Background: an optimization exercise with open tools, aiming at small area. Do not read the settings as production practice. Only simulation tests tie the RTL to the original design; equivalence was not proved. Power and IR drop assume default switching activity.

### flow/design.v
module ethernet_perf_counter_snapshot #(
  parameter int unsigned AUTO_PERIOD = 1000
) (
  input  logic        clk,
  input  logic        rst,
  input  logic [63:0] rx_frames,
  input  logic [63:0] rx_crc_err,
  input  logic [63:0] rx_bytes,
  input  logic [63:0] tx_frames,
  input  logic [63:0] tx_bytes,
  input  logic        snap_req,
  input  logic        clear_req,
  output logic        snap_done,
  output logic        busy,
  output logic [15:0] snap_seq,
  input  logic        rd_en,
  input  logic [4:0]  rd_addr,
  output logic        rd_valid,
  output logic [31:0] rd_data
);
  localparam int unsigned   TW     = (AUTO_PERIOD > 1) ? $clog2(AUTO_PERIOD) : 1;
  localparam bit            T_EN   = (AUTO_PERIOD != 0);
  localparam logic [TW-1:0] T_LAST = (AUTO_PERIOD > 0) ? TW'(AUTO_PERIOD - 1) : '0;
  logic [2:0]    ph;
  logic [TW-1:0] timer;
  logic          snap_pend;
  logic          clear_pend;
  logic          zc;    
  logic          zp;    
  logic [63:0] cur  [5];
  logic [63:0] prev [5];
  logic [63:0] live [5];
  logic idle, tick, req_any, clear_now, start, clear_do;
  assign live[0] = rx_frames;
  assign live[1] = rx_crc_err;
  assign live[2] = rx_bytes;
  assign live[3] = tx_frames;
  assign live[4] = tx_bytes;
  assign idle      = (ph == 3'd0);
  assign tick      = T_EN && (timer == T_LAST);
  assign req_any   = snap_pend | snap_req | tick;
  assign clear_now = clear_pend | clear_req;
  assign start     = idle && !clear_now && req_any;
  assign clear_do  = idle && clear_now;
  assign busy      = (ph != 3'd0) && (ph != 3'd7);
  assign snap_done = (ph == 3'd7);
  always_ff @(posedge clk) begin
    if (rst) begin
      timer <= '0;
    end else if (start || tick) begin
      timer <= '0;
    end else if (T_EN) begin
      timer <= timer + 1'b1;
    end
  end
  always_ff @(posedge clk) begin
    if (rst) begin
      ph         <= 3'd0;
      snap_pend  <= 1'b0;
      clear_pend <= 1'b0;
      snap_seq   <= '0;
      zc         <= 1'b1;
      zp         <= 1'b1;
    end else begin
      ph         <= idle ? {2'b00, start} : ph + 3'd1;
      snap_pend  <= req_any & (!idle | clear_now);
      clear_pend <= !idle & clear_now;
      if (clear_do) begin
        snap_seq <= '0;
        zc       <= 1'b1;
        zp       <= 1'b1;
      end else begin
        if (start) begin
          zc <= 1'b0;
          zp <= zc;
        end
        if (ph == 3'd6) begin
          snap_seq <= snap_seq + 16'd1;
        end
      end
    end
  end
  always_ff @(posedge clk) begin
    if (start) begin
      for (int i = 0; i < 5; i++) begin
        prev[i] <= cur[i];
        cur[i]  <= live[i];
      end
    end
  end
  logic [63:0] mc, mp, df, dl;
  logic        back;
  logic [63:0] g0, p0, gg, pp;
  logic [64:0] cy;
  logic [31:0] rd_word;
  logic [4:0]  sc, sp;
  always_comb begin
    mc = '0;
    mp = '0;
    for (int i = 0; i < 5; i++) begin
      sc[i] = (rd_addr[4:2] == 3'(i)) && !zc && !rst;
      sp[i] = (rd_addr[4:2] == 3'(i)) && !zp && !rst;
      mc = mc | (cur[i]  & {64{sc[i]}});
      mp = mp | (prev[i] & {64{sp[i]}});
    end
    g0 = mc & ~mp;
    p0 = mc ^ ~mp;
    gg = g0;
    pp = p0;
    for (int l = 0; l < 6; l++) begin
      for (int i = 0; i < 64; i++) begin
        if ((i % (2 << l)) == ((2 << l) - 1)) begin
          gg[i] = gg[i] | (pp[i] & gg[i - (1 << l)]);
          pp[i] = pp[i] & pp[i - (1 << l)];
        end
      end
    end
    for (int l = 4; l >= 0; l--) begin
      for (int i = 0; i < 64; i++) begin
        if ((i % (2 << l)) == ((1 << l) - 1) && i >= (2 << l)) begin
          gg[i] = gg[i] | (pp[i] & gg[i - (1 << l)]);
          pp[i] = pp[i] & pp[i - (1 << l)];
        end
      end
    end
    cy[0] = 1'b1;
    for (int i = 1; i <= 64; i++) cy[i] = gg[i-1] | pp[i-1];
    df   = p0 ^ cy[63:0];
    back = !cy[64];
    dl = back ? mc : df;
    case (rd_addr[1:0])
      2'd0:    rd_word = mc[31:0];
      2'd1:    rd_word = mc[63:32];
      2'd2:    rd_word = dl[31:0];
      default: rd_word = dl[63:32];
    endcase
    if (rd_addr == 5'd20 && !rst) begin
      rd_word = {busy, 15'd0, snap_seq};
    end
  end
  always_ff @(posedge clk) begin
    rd_valid <= rd_en && !rst;
    if (rd_en || rst) begin
      rd_data <= rd_word;
    end
  end
endmodule
### flow/flow/run.sh
#!/bin/bash
# Standard ORFS synthesis, then the standard layout with three changes: the port buffers are the
# smallest buffer cell, the largest buffers and inverters are kept out of the layout's
# repair steps (the platform's own don't-use list is kept as well), and clock tree synthesis
# adds no dummy loads.
set -euo pipefail
PLATFORM_DONT_USE="sky130_fd_sc_hd__probe_p_8 sky130_fd_sc_hd__probec_p_8 sky130_fd_sc_hd__lpflow_bleeder_1 sky130_fd_sc_hd__lpflow_clkbufkapwr_1 sky130_fd_sc_hd__lpflow_clkbufkapwr_16 sky130_fd_sc_hd__lpflow_clkbufkapwr_2 sky130_fd_sc_hd__lpflow_clkbufkapwr_4 sky130_fd_sc_hd__lpflow_clkbufkapwr_8 sky130_fd_sc_hd__lpflow_clkinvkapwr_1 sky130_fd_sc_hd__lpflow_clkinvkapwr_16 sky130_fd_sc_hd__lpflow_clkinvkapwr_2 sky130_fd_sc_hd__lpflow_clkinvkapwr_4 sky130_fd_sc_hd__lpflow_clkinvkapwr_8 sky130_fd_sc_hd__lpflow_decapkapwr_12 sky130_fd_sc_hd__lpflow_decapkapwr_3 sky130_fd_sc_hd__lpflow_decapkapwr_4 sky130_fd_sc_hd__lpflow_decapkapwr_6 sky130_fd_sc_hd__lpflow_decapkapwr_8 sky130_fd_sc_hd__lpflow_inputiso0n_1 sky130_fd_sc_hd__lpflow_inputiso0p_1 sky130_fd_sc_hd__lpflow_inputiso1n_1 sky130_fd_sc_hd__lpflow_inputiso1p_1 sky130_fd_sc_hd__lpflow_inputisolatch_1 sky130_fd_sc_hd__lpflow_isobufsrc_1 sky130_fd_sc_hd__lpflow_isobufsrc_16 sky130_fd_sc_hd__lpflow_isobufsrc_2 sky130_fd_sc_hd__lpflow_isobufsrc_4 sky130_fd_sc_hd__lpflow_isobufsrc_8 sky130_fd_sc_hd__lpflow_isobufsrckapwr_16 sky130_fd_sc_hd__lpflow_lsbuf_lh_hl_isowell_tap_1 sky130_fd_sc_hd__lpflow_lsbuf_lh_hl_isowell_tap_2 sky130_fd_sc_hd__lpflow_lsbuf_lh_hl_isowell_tap_4 sky130_fd_sc_hd__lpflow_lsbuf_lh_isowell_4 sky130_fd_sc_hd__lpflow_lsbuf_lh_isowell_tap_1 sky130_fd_sc_hd__lpflow_lsbuf_lh_isowell_tap_2 sky130_fd_sc_hd__lpflow_lsbuf_lh_isowell_tap_4"
BIG="sky130_fd_sc_hd__buf_8 sky130_fd_sc_hd__buf_12 sky130_fd_sc_hd__buf_16 sky130_fd_sc_hd__bufinv_8 sky130_fd_sc_hd__bufinv_16 sky130_fd_sc_hd__inv_8 sky130_fd_sc_hd__inv_12 sky130_fd_sc_hd__inv_16 sky130_fd_sc_hd__clkinv_8 sky130_fd_sc_hd__clkinv_16 sky130_fd_sc_hd__clkbuf_16"
CTS="-sink_clustering_enable -repair_clock_nets -sink_clustering_size 10 -sink_clustering_max_diameter 40 -buf_list sky130_fd_sc_hd__clkbuf_4 -dont_use_dummy_load"
bash standard.sh synth > synth.log 2>&1
bash standard.sh finish \
  "CTS_ARGS=$CTS" \
  "BUFFER_PORTS_ARGS=-buffer_cell sky130_fd_sc_hd__buf_1" \
  "DONT_USE_CELLS=$PLATFORM_DONT_USE $BIG" \
  > layout.log 2>&1
### flow/standard.sh
#!/bin/bash
# synth_recipe.tcl (not shown) runs the flow's synth.tcl, then flattens the netlist and writes it again
# the make line also repeats each setting of config.mk as NAME=value (left out here)
make -C /OpenROAD-flow-scripts/flow DESIGN_CONFIG=/design/flow/config.mk WORK_HOME=/design/flow/orfs CLKGATE_MAP_FILE= SYNTH_SCRIPT=/design/flow/synth_recipe.tcl "${@:-finish}"
### flow/config.mk
export PLATFORM = sky130hd
export DESIGN_NAME = ethernet_perf_counter_snapshot
export DESIGN_NICKNAME = ethernet_perf_counter_snapshot
export VERILOG_FILES = /design/flow/design.v
export SDC_FILE = /design/flow/constraint.sdc
export NUM_CORES = 4
export LEC_CHECK = 0
export CAP_MARGIN = 20
export CORE_MARGIN = 2
export CORE_UTILIZATION = 50
export CTS_BUF_LIST = sky130_fd_sc_hd__clkbuf_4
export CTS_CLUSTER_DIAMETER = 40
export CTS_CLUSTER_SIZE = 10
export PLACE_DENSITY = 0.6
export SLEW_MARGIN = 20
### flow/constraint.sdc
create_clock -name core_clock -period 8.0 [get_ports {clk}]
set_input_delay 1.6000 -clock core_clock [delete_from_list [all_inputs] [get_ports {clk}]]
set_output_delay 1.6000 -clock core_clock [all_outputs]
set_load 0.01 [all_outputs]
==> results of run 1 <==
## synth_stat cells (all sizes together), types with 30 or more instances
cell	count
inv	91
ha	71
a22oi	60
a221oi	70
a21oi	75
nand2	144
nor2	88
dfxtp	34
o21ai	34
clkbuf	78
a222oi	124
xor2	31
nand3	30
edfxtp	672
xnor2	48
## sequential cells by signal, indices dropped and copies added (netlist names)
signal,cells
clear_pend,1
cur,320
ph,3
prev,320
rd_data,32
rd_valid,1
snap_pend,1
snap_seq,16
timer,10
zc,1
zp,1
## report_power, final
| group | switching [mW] | leakage [nW] | total [mW] | internal [mW] |
|---|---|---|---|---|
| clock | 1.12 | 0.488 | 1.73 | 0.603 |
| sequential | 0.149 | 6.61 | 4.56 | 4.41 |
| combinational | 0.717 | 4.37 | 1.14 | 0.427 |
| total | 1.99 | 11.5 | 7.43 | 5.44 |
## worst max-delay path, stage by stage
cell	delay, ns
buf_1	0.11
or3_1	0.51
nor3_2	0.24
buf_2	0.63
a222oi_1	0.14
and3_1	0.20
inv_1	0.08
ha_1	0.28
a21oi_1	0.17
o21ai_1	0.17
a221o_1	0.38
a211o_1	0.33
a211o_1	0.40
a221oi_4	0.46
o21a_2	0.48
nor2_2	0.06
buf_2	0.23
mux4_1	0.25
a21o_1	0.17
## metal layers
layer	part of all wire	vias up	global-route usage
li1	-	8529	-
met1	0.41	9379	0.358
met2	0.50	881	0.440
met3	0.070	142	0.0397
met4	0.027	0	0.0800
met5	0	-	0
## cell families after synthesis
logic type / count (synthesis) / synth area share
adder cells (fa/ha/maj): 71 / 0.0310
AO/OA/AOI/OAI: 468 / 0.130
XOR/XNOR: 79 / 0.0241
AND/OR/NAND/NOR: 351 / 0.0554
multiplexers: 14 / 0.00859
buffers and inverters: 181 / 0.0245
flip-flops: 706 / 0.727
## cell type report
| cell class | count | area, um2 |
|---|---|---|
| well taps | 756 | 946 |
| fillers | 4662 | 24500 |
| inverters | 91 | 342 |
| multi-input cells | 983 | 7220 |
| flip-flops and latches | 706 | 20900 |
| clock buffers | 106 | 796 |
| repair buffers | 476 | 1910 |
| diodes | 5 | 12.5 |
## stage by stage
step           std cells  hold slack (ns)  setup WS, ns  power (mW)
2_1_floorplan       1870            0.425         -9.64        5.47
4_1_cts             3118            0.392          1.81        7.48
3_3_place_gp        3011            0.428          1.05        5.75
3_5_place_dp        3012            0.433         0.928        5.77
5_1_grt             3123            0.414          1.44        7.75
6_report            3123            0.388          1.67        7.43
## how the worst max path moves through the flow
stage | from | to
6_report | rd_addr[4] | rd_data[5]$_DFFE_PP_
5_1_grt | rd_addr[3] | rd_data[6]$_DFFE_PP_
4_1_cts | rd_addr[3] | rd_data[22]$_SDFFCE_PP0P_
3_5_place_dp | rd_addr[3] | rd_data[5]$_DFFE_PP_
3_3_place_gp | rd_addr[3] | rd_data[5]$_DFFE_PP_
2_1_floorplan | snap_req | timer[2]$_SDFF_PP0_
==> results.yml, run 1 <==
global_routing:
  grt_pass1_wl_um: 116000
  grt_pass1_vias: 18800
  grt_max_degree: 47
  gr-total-overflow: 0
  antenna_found_initial: 2
  grt_use_total: 0.263
floorplanning:
  start_util: 0.507
  fp.coreArea_um2: 56600
  die_w_um: 244
  die_area_um2: 59300
  io_pins: 381
  fp.dieH_um: 244
  placementRows: 87
power:
  p_per_area_nw_per_um2: 232
  peakVddDrop_v: 0.000131
  leakage_nw: 11.5
cts:
  root_buffer: "clkbuf_4"
  post_cts_buffers: 0
  clkTransAtPathRegs_ns: 0.10
  clkSinkCount: 706
  worstSkewPairLatency_ns: 0.92
  clk_path_buf_depth: 3
  cts.hold.buffers_added: 0
  cts_tree: "built"
  cts_made_buffers: 106
  cts_max_level: 3
  cts_resized: 0
cells_and_area:
  final_area_um2: 32100
  layout_commonest_cell: "edfxtp_1"
  post-route-util: 0.567
  layout_common_cells: "edfxtp_1 (672), buf_1 (379), nand2_1 (144)"
  drive_above_1_share: 0.0999
  area_growth_pct: 11.8
  final_nets: 2765
synthesis:
  ys_ff_latch: 706
  synth_edf_count: 672
  synth_area_leaders: "edfxtp_1 (70%), a222oi_1 (4.3%), ha_1 (3.1%)"
  async_reset_ff_frac: 0
  synth.cell_area_um2: 28700
  synth_ff_type: "edfxtp_1"
  ys_seq_area_frac: 0.727
  ys_warn_count: 4
  yosys.area.top_type_share: 0.703
  synth_nets: 2271
  ys_types: 69
  synth_area_per_cell_um2: 15.3
  synth_cells: 1870
  synth_top_cell_by_area: "edfxtp_1"
worst_setup_path:
  startpoint_type: "primary input"
  r2r-start: "zc$_SDFFE_PP1P_"
  end_kind: "flip-flop"
  regToRegSetupSlack_ns: 2.34
  reg2regPathDepth: 18
  r2r_end: "rd_data[5]$_DFFE_PP_"
  cp_data_arrival_time_ns: 6.93
  critPathMaxFanout: 23
  cp.required_ns: 8.60
  worstSetupPathType: "in2reg"
sta:
  tightestPinTransition_ns: 0.984
  final_max_slew_viol_count: 0
  finalCritPeriodShare: 0.791
  min_period_ns: 6.33
  hold_violations: 0
  fin_skew_ns: 0.113
  setup-tns-final_ns: 0
  fmax_mhz: 158
  rsz0062_at_grt: "no"
  setup_viol: 0
  slew_headroom: 0.344
drt:
  drc_errors: 0
  first_pass_iters: 7
  wl_um: 78800
  ant_nets: 0
  routed-via-count: 18900
  drt-initial-drc-count: 2212
  via_per_inst: 6.06
  wl_per_cell_um: 25.2
worst_hold_path:
  hold_path_class: "reg2reg"
  min_path_cells: 0
  whs_endpoint: "prev[4][8]$_DFFE_PP_"
  hold_start: "cur[4][8]$_DFFE_PP_"
outcome:
  outcome: "timing/DRC/antenna clean"
flow_run:
  max_cap_viol_count: 0
place:
  hpwl_um: 57800
  placed_area_um2: 31300
  globalplace.congestion: 0.912
  numPortBuffers: 380
==> run 2, diff against run 1 <==
==> flow/flow/run.sh (replaced) <==
#!/bin/bash
# Standard ORFS synthesis, then the standard layout with three changes: the port buffers are the
# smallest buffer cell, the largest buffers and inverters are kept out of the layout's
# repair steps (the platform's own don't-use list is kept as well), and clock tree synthesis
# adds no dummy loads and has a strong root buffer.
set -euo pipefail
PLATFORM_DONT_USE="sky130_fd_sc_hd__probe_p_8 sky130_fd_sc_hd__probec_p_8 sky130_fd_sc_hd__lpflow_bleeder_1 sky130_fd_sc_hd__lpflow_clkbufkapwr_1 sky130_fd_sc_hd__lpflow_clkbufkapwr_16 sky130_fd_sc_hd__lpflow_clkbufkapwr_2 sky130_fd_sc_hd__lpflow_clkbufkapwr_4 sky130_fd_sc_hd__lpflow_clkbufkapwr_8 sky130_fd_sc_hd__lpflow_clkinvkapwr_1 sky130_fd_sc_hd__lpflow_clkinvkapwr_16 sky130_fd_sc_hd__lpflow_clkinvkapwr_2 sky130_fd_sc_hd__lpflow_clkinvkapwr_4 sky130_fd_sc_hd__lpflow_clkinvkapwr_8 sky130_fd_sc_hd__lpflow_decapkapwr_12 sky130_fd_sc_hd__lpflow_decapkapwr_3 sky130_fd_sc_hd__lpflow_decapkapwr_4 sky130_fd_sc_hd__lpflow_decapkapwr_6 sky130_fd_sc_hd__lpflow_decapkapwr_8 sky130_fd_sc_hd__lpflow_inputiso0n_1 sky130_fd_sc_hd__lpflow_inputiso0p_1 sky130_fd_sc_hd__lpflow_inputiso1n_1 sky130_fd_sc_hd__lpflow_inputiso1p_1 sky130_fd_sc_hd__lpflow_inputisolatch_1 sky130_fd_sc_hd__lpflow_isobufsrc_1 sky130_fd_sc_hd__lpflow_isobufsrc_16 sky130_fd_sc_hd__lpflow_isobufsrc_2 sky130_fd_sc_hd__lpflow_isobufsrc_4 sky130_fd_sc_hd__lpflow_isobufsrc_8 sky130_fd_sc_hd__lpflow_isobufsrckapwr_16 sky130_fd_sc_hd__lpflow_lsbuf_lh_hl_isowell_tap_1 sky130_fd_sc_hd__lpflow_lsbuf_lh_hl_isowell_tap_2 sky130_fd_sc_hd__lpflow_lsbuf_lh_hl_isowell_tap_4 sky130_fd_sc_hd__lpflow_lsbuf_lh_isowell_4 sky130_fd_sc_hd__lpflow_lsbuf_lh_isowell_tap_1 sky130_fd_sc_hd__lpflow_lsbuf_lh_isowell_tap_2 sky130_fd_sc_hd__lpflow_lsbuf_lh_isowell_tap_4"
BIG="sky130_fd_sc_hd__buf_8 sky130_fd_sc_hd__buf_12 sky130_fd_sc_hd__buf_16 sky130_fd_sc_hd__bufinv_8 sky130_fd_sc_hd__bufinv_16 sky130_fd_sc_hd__inv_8 sky130_fd_sc_hd__inv_12 sky130_fd_sc_hd__inv_16 sky130_fd_sc_hd__clkinv_8 sky130_fd_sc_hd__clkinv_16"
CTS="-sink_clustering_enable -repair_clock_nets -root_buf sky130_fd_sc_hd__clkbuf_16 -sink_clustering_size 12 -sink_clustering_max_diameter 40 -buf_list sky130_fd_sc_hd__clkbuf_4 -dont_use_dummy_load"
bash standard.sh synth > synth.log 2>&1
bash standard.sh finish \
  "CTS_ARGS=$CTS" \
  "BUFFER_PORTS_ARGS=-buffer_cell sky130_fd_sc_hd__buf_1" \
  "DONT_USE_CELLS=$PLATFORM_DONT_USE $BIG" \
  > layout.log 2>&1
--- a/flow/config.mk
+++ b/flow/config.mk
@@ -7,9 +7,9 @@
 export LEC_CHECK = 0
 export CAP_MARGIN = 20
 export CORE_MARGIN = 2
-export CORE_UTILIZATION = 50
+export CORE_UTILIZATION = 60
 export CTS_BUF_LIST = sky130_fd_sc_hd__clkbuf_4
 export CTS_CLUSTER_DIAMETER = 40
 export CTS_CLUSTER_SIZE = 10
-export PLACE_DENSITY = 0.6
+export PLACE_DENSITY = 0.7
 export SLEW_MARGIN = 20
==> run 2 against run 1 <==
Effect of this change: via count increased by 1.1%; sequential share of layout area grew 0.22 points; critical endpoint is now rd_data[31]$_DFFE_PP_; die area shrank 16%; synthesized area unchanged; clock power increased by 3%; highest routed layer unchanged.
==> results.yml, run 2 <==
outcome:
  outcome: "timing/DRC/antenna clean"
synthesis:
  synth_nets: 2271
  synth_ff_type: "edfxtp_1"
  synth_top_cell_by_area: "edfxtp_1"
  synth_cells: 1870
  yosysMostFrequentCell: "edfxtp_1"
  async_reset_ff_frac: 0
  yosys.area.top_type_share: 0.703
  synth_edf_count: 672
  synth_area_per_cell_um2: 15.3
  synth_top_cells_by_count: "edfxtp_1 (672), nand2_1 (144), a222oi_1 (124)"
  ys_seq_area_frac: 0.727
  synth.cell_area_um2: 28700
  ys_ff_latch: 706
  synth_area_leaders: "edfxtp_1 (70%), a222oi_1 (4.3%), ha_1 (3.1%)"
  ys_types: 69
  ys_warn_count: 4
global_routing:
  grt_max_degree: 51
  grt_pass1_vias: 19200
  grt_pass1_wl_um: 112000
  gr-total-overflow: 0
  grt_use_total: 0.304
  antenna_found_initial: 0
worst_setup_path:
  end_kind: "flip-flop"
  reg2regPathDepth: 18
  cp.required_ns: 8.31
  r2r_end: "rd_data[0]$_DFFE_PP_"
  critPathMaxFanout: 12
  cp_data_arrival_time_ns: 7.20
  r2r-start: "zp$_SDFFE_PP1P_"
  regToRegSetupSlack_ns: 2.15
  worstSetupPathType: "in2reg"
  startpoint: "rd_addr[2]"
  startpoint_type: "primary input"
drt:
  via_per_inst: 6.44
  routed-via-count: 19100
  wl_per_cell_um: 25.3
  first_pass_iters: 9
  drt-initial-drc-count: 2404
  wl_um: 75200
  ant_nets: 0
  drc_errors: 0
sta:
  hold_violations: 0
  final_max_slew_viol_count: 0
  fmax_mhz: 145
  tightestPinTransition_ns: 1.06
  fin_ws_ns: 1.11
  fin_skew_ns: 0.0810
  min_period_ns: 6.89
  rsz0062_at_grt: "no"
  setup_viol: 0
  finalCritPeriodShare: 0.862
  slew_headroom: 0.292
worst_hold_path:
  hold_start: "cur[2][40]$_DFFE_PP_"
  whs_endpoint: "prev[2][40]$_DFFE_PP_"
  min_path_cells: 0
  hold_path_class: "reg2reg"
cells_and_area:
  layout_top_registers: "cur: 320 flops, prev: 320 flops, rd_data: 32 flops"
  drive_above_1_share: 0.0969
  nFillCells: 3456
  multi_input_area_um2: 7230
  n_antenna_cell: 0
  regArea_um2: 20900
  post-route-util: 0.674
  final_nets: 2757
  layout_commonest_cell: "edfxtp_1"
  layout_common_cells: "edfxtp_1 (672), buf_1 (379), nand2_1 (144)"
  area_growth_pct: 11.5
floorplanning:
  die_area_um2: 49600
  fp.coreArea_um2: 47400
  fp.dieH_um: 223
  start_util: 0.605
  io_pins: 381
  die_w_um: 223
  placementRows: 80
power:
  seqPwrFrac: 0.609
  peakVddDrop_v: 0.000139
  p_int_mw: 5.52
  combPwrFrac: 0.153
  p_total_mw: 7.49
  leakage_nw: 11.5
  p_sw_mw: 1.97
  p_sw_frac: 0.264
  p_per_area_nw_per_um2: 234
  clockPowerShare: 0.238
cts:
  cts_max_level: 3
  clkTransAtPathRegs_ns: 0.10
  cts_tree: "built"
  cts.hold.buffers_added: 0
  worstSkewPairLatency_ns: 0.62
  cts_made_buffers: 91
  clkSinkCount: 706
  cts_resized: 0
  root_buffer: "clkbuf_16"
  clk_path_buf_depth: 3
  post_cts_buffers: 0
flow_run:
  max_cap_viol_count: 0
place:
  globalplace.congestion: 0.927
  hpwl_um: 55200
  numPortBuffers: 380
  dp_slack_ns: 0.667
-- run 2: cell counts after synthesis --
Identical to the previous run, type by type.
-- run 2: critical path, cell delays in order --
cell,delay [ns]
buf_1,0.41
nand2b_1,0.25
nor2_4,0.41
buf_2,0.40
buf_2,0.35
a222oi_1,0.16
nand2_1,0.20
ha_1,0.23
nand4_1,0.22
nor3_1,0.29
buf_2,0.21
nand3_1,0.11
a2111oi_0,0.33
a211o_1,0.32
a221oi_4,0.16
o21a_2,0.25
nor2_2,0.45
buf_2,0.42
a21oi_1,0.07
o32a_1,0.34
-- run 2: kinds of logic after synthesis --
group           after synthesis  synth area share
mux                          14           0.00859
buf+inv                     181            0.0245
xor+xnor                     79            0.0241
compound gates              468             0.130
simple gates                351            0.0554
fa+ha+maj                    71            0.0310
flops                       706             0.727
-- run 2: worst max-delay path by stage --
stage	endpoint	slack, ns	cells after the start
3_3_place_gp	rd_data[31]$_DFFE_PP_	0.77	20
3_5_place_dp	rd_data[0]$_DFFE_PP_	0.67	19
2_1_floorplan	timer[2]$_SDFF_PP0_	-9.64	6
4_1_cts	rd_data[0]$_DFFE_PP_	1.24	19
6_report	rd_data[31]$_DFFE_PP_	1.11	20
5_1_grt	rd_data[0]$_DFFE_PP_	0.83	20
-- run 2: power by group through the flow --
stage	Combinational, mW	Clock, mW	Sequential, mW
final	1.14	1.79	4.56
after global routing	1.24	1.95	4.58
after CTS	1.13	1.82	4.56
after detailed placement	1.13	0	4.64
after global placement	1.10	0	4.63
after floorplan	0.754	0	4.72
-- run 2: per-layer routing --
metal | track usage | wire [um] | up-vias
met5 | 0 | 0 | -
met4 | 0.124 | 2740 | 0
met3 | 0.0532 | 6290 | 171
met2 | 0.506 | 37100 | 1028
met1 | 0.401 | 29000 | 9419
li1 | - | - | 8512
-- run 2: through the flow --
stage / hold WS [ns] / cell area, um2 / setup TNS (ns) / instances
2_1_floorplan: 0.425 / 28700 / -6138.70 / 1870
3_3_place_gp: 0.429 / 31100 / 0 / 2878
3_5_place_dp: 0.433 / 31100 / 0 / 2878
4_1_cts: 0.402 / 32000 / 0 / 2969
5_1_grt: 0.408 / 32000 / 0 / 2969
6_report: 0.405 / 32000 / 0 / 2969
-- run 2: layout make-up --
cell class,count,share of cell area
sequential,706,0.652
multi-input combinational,983,0.226
timing repair buffer,483,0.0607
clock buffer,91,0.0263
tap,615,0.0241
inverter,91,0.0107
==> run 3, diff against run 2 <==
==> flow/flow/run.sh (replaced) <==
#!/bin/bash
# Standard ORFS synthesis, then the standard layout with three changes: the port buffers are the
# smallest buffer cell, the largest buffers and inverters are kept out of the layout's
# repair steps (the platform's own don't-use list is kept as well), and the clock tree has a
# strong root and upper levels with small leaf buffers.
set -euo pipefail
PLATFORM_DONT_USE="sky130_fd_sc_hd__probe_p_8 sky130_fd_sc_hd__probec_p_8 sky130_fd_sc_hd__lpflow_bleeder_1 sky130_fd_sc_hd__lpflow_clkbufkapwr_1 sky130_fd_sc_hd__lpflow_clkbufkapwr_16 sky130_fd_sc_hd__lpflow_clkbufkapwr_2 sky130_fd_sc_hd__lpflow_clkbufkapwr_4 sky130_fd_sc_hd__lpflow_clkbufkapwr_8 sky130_fd_sc_hd__lpflow_clkinvkapwr_1 sky130_fd_sc_hd__lpflow_clkinvkapwr_16 sky130_fd_sc_hd__lpflow_clkinvkapwr_2 sky130_fd_sc_hd__lpflow_clkinvkapwr_4 sky130_fd_sc_hd__lpflow_clkinvkapwr_8 sky130_fd_sc_hd__lpflow_decapkapwr_12 sky130_fd_sc_hd__lpflow_decapkapwr_3 sky130_fd_sc_hd__lpflow_decapkapwr_4 sky130_fd_sc_hd__lpflow_decapkapwr_6 sky130_fd_sc_hd__lpflow_decapkapwr_8 sky130_fd_sc_hd__lpflow_inputiso0n_1 sky130_fd_sc_hd__lpflow_inputiso0p_1 sky130_fd_sc_hd__lpflow_inputiso1n_1 sky130_fd_sc_hd__lpflow_inputiso1p_1 sky130_fd_sc_hd__lpflow_inputisolatch_1 sky130_fd_sc_hd__lpflow_isobufsrc_1 sky130_fd_sc_hd__lpflow_isobufsrc_16 sky130_fd_sc_hd__lpflow_isobufsrc_2 sky130_fd_sc_hd__lpflow_isobufsrc_4 sky130_fd_sc_hd__lpflow_isobufsrc_8 sky130_fd_sc_hd__lpflow_isobufsrckapwr_16 sky130_fd_sc_hd__lpflow_lsbuf_lh_hl_isowell_tap_1 sky130_fd_sc_hd__lpflow_lsbuf_lh_hl_isowell_tap_2 sky130_fd_sc_hd__lpflow_lsbuf_lh_hl_isowell_tap_4 sky130_fd_sc_hd__lpflow_lsbuf_lh_isowell_4 sky130_fd_sc_hd__lpflow_lsbuf_lh_isowell_tap_1 sky130_fd_sc_hd__lpflow_lsbuf_lh_isowell_tap_2 sky130_fd_sc_hd__lpflow_lsbuf_lh_isowell_tap_4"
BIG="sky130_fd_sc_hd__buf_8 sky130_fd_sc_hd__buf_12 sky130_fd_sc_hd__buf_16 sky130_fd_sc_hd__bufinv_8 sky130_fd_sc_hd__bufinv_16 sky130_fd_sc_hd__inv_8 sky130_fd_sc_hd__inv_12 sky130_fd_sc_hd__inv_16 sky130_fd_sc_hd__clkinv_8 sky130_fd_sc_hd__clkinv_16"
CTS="-sink_clustering_enable -repair_clock_nets -root_buf sky130_fd_sc_hd__clkbuf_16 -tree_buf sky130_fd_sc_hd__clkbuf_8 -sink_clustering_buffer sky130_fd_sc_hd__clkbuf_4 -buf_list sky130_fd_sc_hd__clkbuf_4 -sink_clustering_size 10 -sink_clustering_max_diameter 40"
bash standard.sh synth > synth.log 2>&1
bash standard.sh finish \
  "CTS_ARGS=$CTS" \
  "BUFFER_PORTS_ARGS=-buffer_cell sky130_fd_sc_hd__buf_1" \
  "DONT_USE_CELLS=$PLATFORM_DONT_USE $BIG" \
  > layout.log 2>&1
--- a/flow/config.mk
+++ b/flow/config.mk
@@ -8,8 +8,5 @@
 export CAP_MARGIN = 20
 export CORE_MARGIN = 2
 export CORE_UTILIZATION = 60
-export CTS_BUF_LIST = sky130_fd_sc_hd__clkbuf_4
-export CTS_CLUSTER_DIAMETER = 40
-export CTS_CLUSTER_SIZE = 10
 export PLACE_DENSITY = 0.7
 export SLEW_MARGIN = 20
==> run 3 against run 2 <==
Effect of this change: still clean; global-route usage is essentially flat; first-iteration DRC count shrank 5.2%; setup slack gained 0.042 ns; hold slack gained 0.033 ns; clock-buffer cell count grew 18; synthesized cell count is the same; combinational power is essentially flat; largest power group unchanged.
==> results.yml, run 3 <==
cts:
  cts_tree: "built"
  clkTransAtPathRegs_ns: 0.11
  worstSkewPairLatency_ns: 0.62
  cts_max_level: 3
  cts_resized: 0
  clkSinkCount: 706
  cts_made_buffers: 94
  post_cts_buffers: 0
  clk_path_buf_depth: 3
  cts.hold.buffers_added: 0
  root_buffer: "clkbuf_16"
sta:
  min_period_ns: 6.85
  hold_violations: 0
  slew_headroom: 0.303
  tightestPinTransition_ns: 1.05
  final_max_slew_viol_count: 0
  fin_skew_ns: 0.0385
  fmax_mhz: 146
  setup_viol: 0
  rsz0062_at_grt: "no"
  setup-tns-final_ns: 0
  finalCritPeriodShare: 0.857
  holdWs_ns: 0.438
floorplanning:
  fp.coreArea_um2: 47400
  fp.dieH_um: 223
  io_pins: 381
  die_w_um: 223
  start_util: 0.605
  placementRows: 80
  die_area_um2: 49600
worst_setup_path:
  worst-path-buf-inv: 5
  critPathMaxFanout: 12
  path_cells: "buf_1, nand2b_1, nor2_4, buf_2, buf_2, a222oi_1, nand2_1, ha_1, nand4_1, nor3_1, buf_2, nand3_1, a2111oi_0, a211o_1, a221oi_4, o21a_2, nor2_2, buf_2, a21oi_1, o32a_1"
  critical-path-max-stage-delay_ns: 0.45
  cp_data_arrival_time_ns: 7.22
  path_delay_family: "simple AND/OR/NAND/NOR gates"
  end_kind: "flip-flop"
  cp.required_ns: 8.36
  cpMostUsedCell: "buf_2"
  slowest_stage: "nor2_2"
  startpoint_type: "primary input"
  worstSetupPathType: "in2reg"
drt:
  drt-initial-drc-count: 2280
  drc_errors: 0
  first_pass_iters: 7
  via_per_inst: 6.33
  ant_nets: 0
  wl_per_cell_um: 24.9
  routed-via-count: 19100
  wl_um: 75400
cells_and_area:
  regArea_um2: 20900
  final_area_um2: 32400
  fin_cells: 3026
  layout_common_cells: "edfxtp_1 (672), buf_1 (379), nand2_1 (144)"
  drive_above_1_share: 0.117
  area_growth_pct: 12.8
  layout_commonest_cell: "edfxtp_1"
  layout_top_registers: "cur: 320 flops, prev: 320 flops, rd_data: 32 flops"
  nFillCells: 3432
  final_nets: 2760
  multi_input_area_um2: 7230
  n_antenna_cell: 0
place:
  globalplace.congestion: 0.927
  dp.cells: 2878
  hpwl_um: 55200
  numPortBuffers: 380
  placed_area_um2: 31100
power:
  peakVddDrop_v: 0.000144
  p_per_area_nw_per_um2: 241
  leakage_nw: 11.7
synthesis:
  ys_ff_latch: 706
  ys_warn_count: 4
  synth_area_leaders: "edfxtp_1 (70%), a222oi_1 (4.3%), ha_1 (3.1%)"
  synth_edf_count: 672
  yosysMostFrequentCell: "edfxtp_1"
  synth.cell_area_um2: 28700
  synth_nets: 2271
  synth_top_cells_by_count: "edfxtp_1 (672), nand2_1 (144), a222oi_1 (124)"
  async_reset_ff_frac: 0
  synth_area_per_cell_um2: 15.3
  synth_cells: 1870
  synth_ff_type: "edfxtp_1"
  yosys.area.top_type_share: 0.703
  ys_types: 69
  synth_top_cell_by_area: "edfxtp_1"
  ys_seq_area_frac: 0.727
global_routing:
  grt_pass1_wl_um: 112000
  gr-total-overflow: 0
  grt_pass1_vias: 19300
  grt_max_degree: 51
  grt_use_total: 0.304
  antenna_found_initial: 0
worst_hold_path:
  hold_path_class: "reg2reg"
flow_run:
  max_cap_viol_count: 0
outcome:
  outcome: "timing/DRC/antenna clean"
run 3: through the flow:
stage / util / setup WS, ns / power, mW
2_1_floorplan: - / -9.64 / 5.47
3_3_place_gp: 0.656 / 0.769 / 5.73
3_5_place_dp: 0.656 / 0.667 / 5.77
4_1_cts: 0.682 / 1.27 / 7.82
5_1_grt: 0.682 / 0.874 / 8.09
6_report: 0.682 / 1.15 / 7.80
run 3: report_power, final:
group | total, mW | switching (mW) | internal (mW)
Sequential | 4.56 | 0.151 | 4.41
Combinational | 1.14 | 0.714 | 0.427
Clock | 2.09 | 1.26 | 0.834
Total | 7.80 | 2.13 | 5.67
run 3: logic make-up (layout without fill, tap and decap cells):
kind of cell,after synthesis,in the layout,synth area share
DFF,706,706,0.727
AOI/OAI and AO/OA,468,468,0.130
and+or+nand+nor,351,351,0.0554
buffers and inverters,181,722,0.0245
xor gates and xnor gates,79,79,0.0241
adders and majority gates,71,71,0.0310
muxes,14,14,0.00859
run 3: layout make-up:
type                    instances  share of cell area
clock buffers                 109              0.0302
clock inverters                39             0.00758
inverters                      91              0.0106
multi-input cells             983               0.223
flip-flops and latches        706               0.644
well taps                     615              0.0238
repair buffers                483              0.0600
run 3: worst reg2reg max path, stage by stage, from the launching register on:
cell and delay (ns):
dfxtp_1 0.40, nand2b_1 0.26, nor2_4 0.41, buf_2 0.42, buf_2 0.35, a222oi_1 0.16
nand2_1 0.21, ha_1 0.23, nand4_1 0.22, nor3_1 0.28, buf_2 0.21, nand3_1 0.11
a2111oi_0 0.33, a211o_1 0.32, a221oi_4 0.16, o21a_2 0.25, nor2_2 0.45, buf_2 0.42
a21oi_1 0.07, o32a_1 0.33
run 3: path summary, 6_finish.rpt:
check | slack, ns | startpoint | cells past startpoint | endpoint
worst max-delay path | 1.15 | rd_addr[2] | 20 | rd_data[31]$_DFFE_PP_
worst min-delay path | 0.44 | cur[2][40]$_DFFE_PP_ | 0 | prev[2][40]$_DFFE_PP_
worst max register to register | 2.17 | zc$_SDFFE_PP1P_ | 19 | rd_data[31]$_DFFE_PP_
worst min register to register | 0.44 | cur[2][40]$_DFFE_PP_ | 0 | prev[2][40]$_DFFE_PP_
run 3: per-layer routing:
metal | GRT usage | vias up | part of all wire
li1 | - | 8559 | -
met1 | 0.401 | 9300 | 0.38
met2 | 0.509 | 1121 | 0.50
met3 | 0.0512 | 164 | 0.089
met4 | 0.124 | 0 | 0.035
met5 | 0 | - | 0

-- port drivers added, routing unchanged --
The flow's constraints put no driver on any port. The routed layouts listed below were extracted and timed again, unchanged, in two steps. Step 1: set_driving_cell puts a clkbuf_16 on clk and a buf_2 on each other input, an assumption about the parent block. Step 2 also shifts input and output timing later by t, the mid clock arrival at the registers, as if the neighbouring blocks saw the same clock. Three values: ideal ports, drivers, drivers and shift; two values: the first two.
| run | shift t [ns] | setup WS [ns] | worst hold slack (ns) | worst data-port slew with drivers (ns) | pins driven straight from the clock port |
|---|---|---|---|---|---|
| run 1 | 0.920 | 1.671 / 1.676 / 0.756 | 0.388 / 0.388 / 0.388 | 0.07 | 1 |
| run 2 | 0.639 | 1.105 / 1.131 / 0.492 | 0.405 / 0.405 / 0.405 | 0.07 | 1 |
| run 3 | 0.659 | 1.147 / 1.169 / 0.511 | 0.438 / 0.438 / 0.438 | 0.07 | 1 |
After both steps setup and hold are still met in every run listed. The setup slack of run 1, which loses most, moves by +0.005 ns with the drivers and by -0.915 ns with both steps.
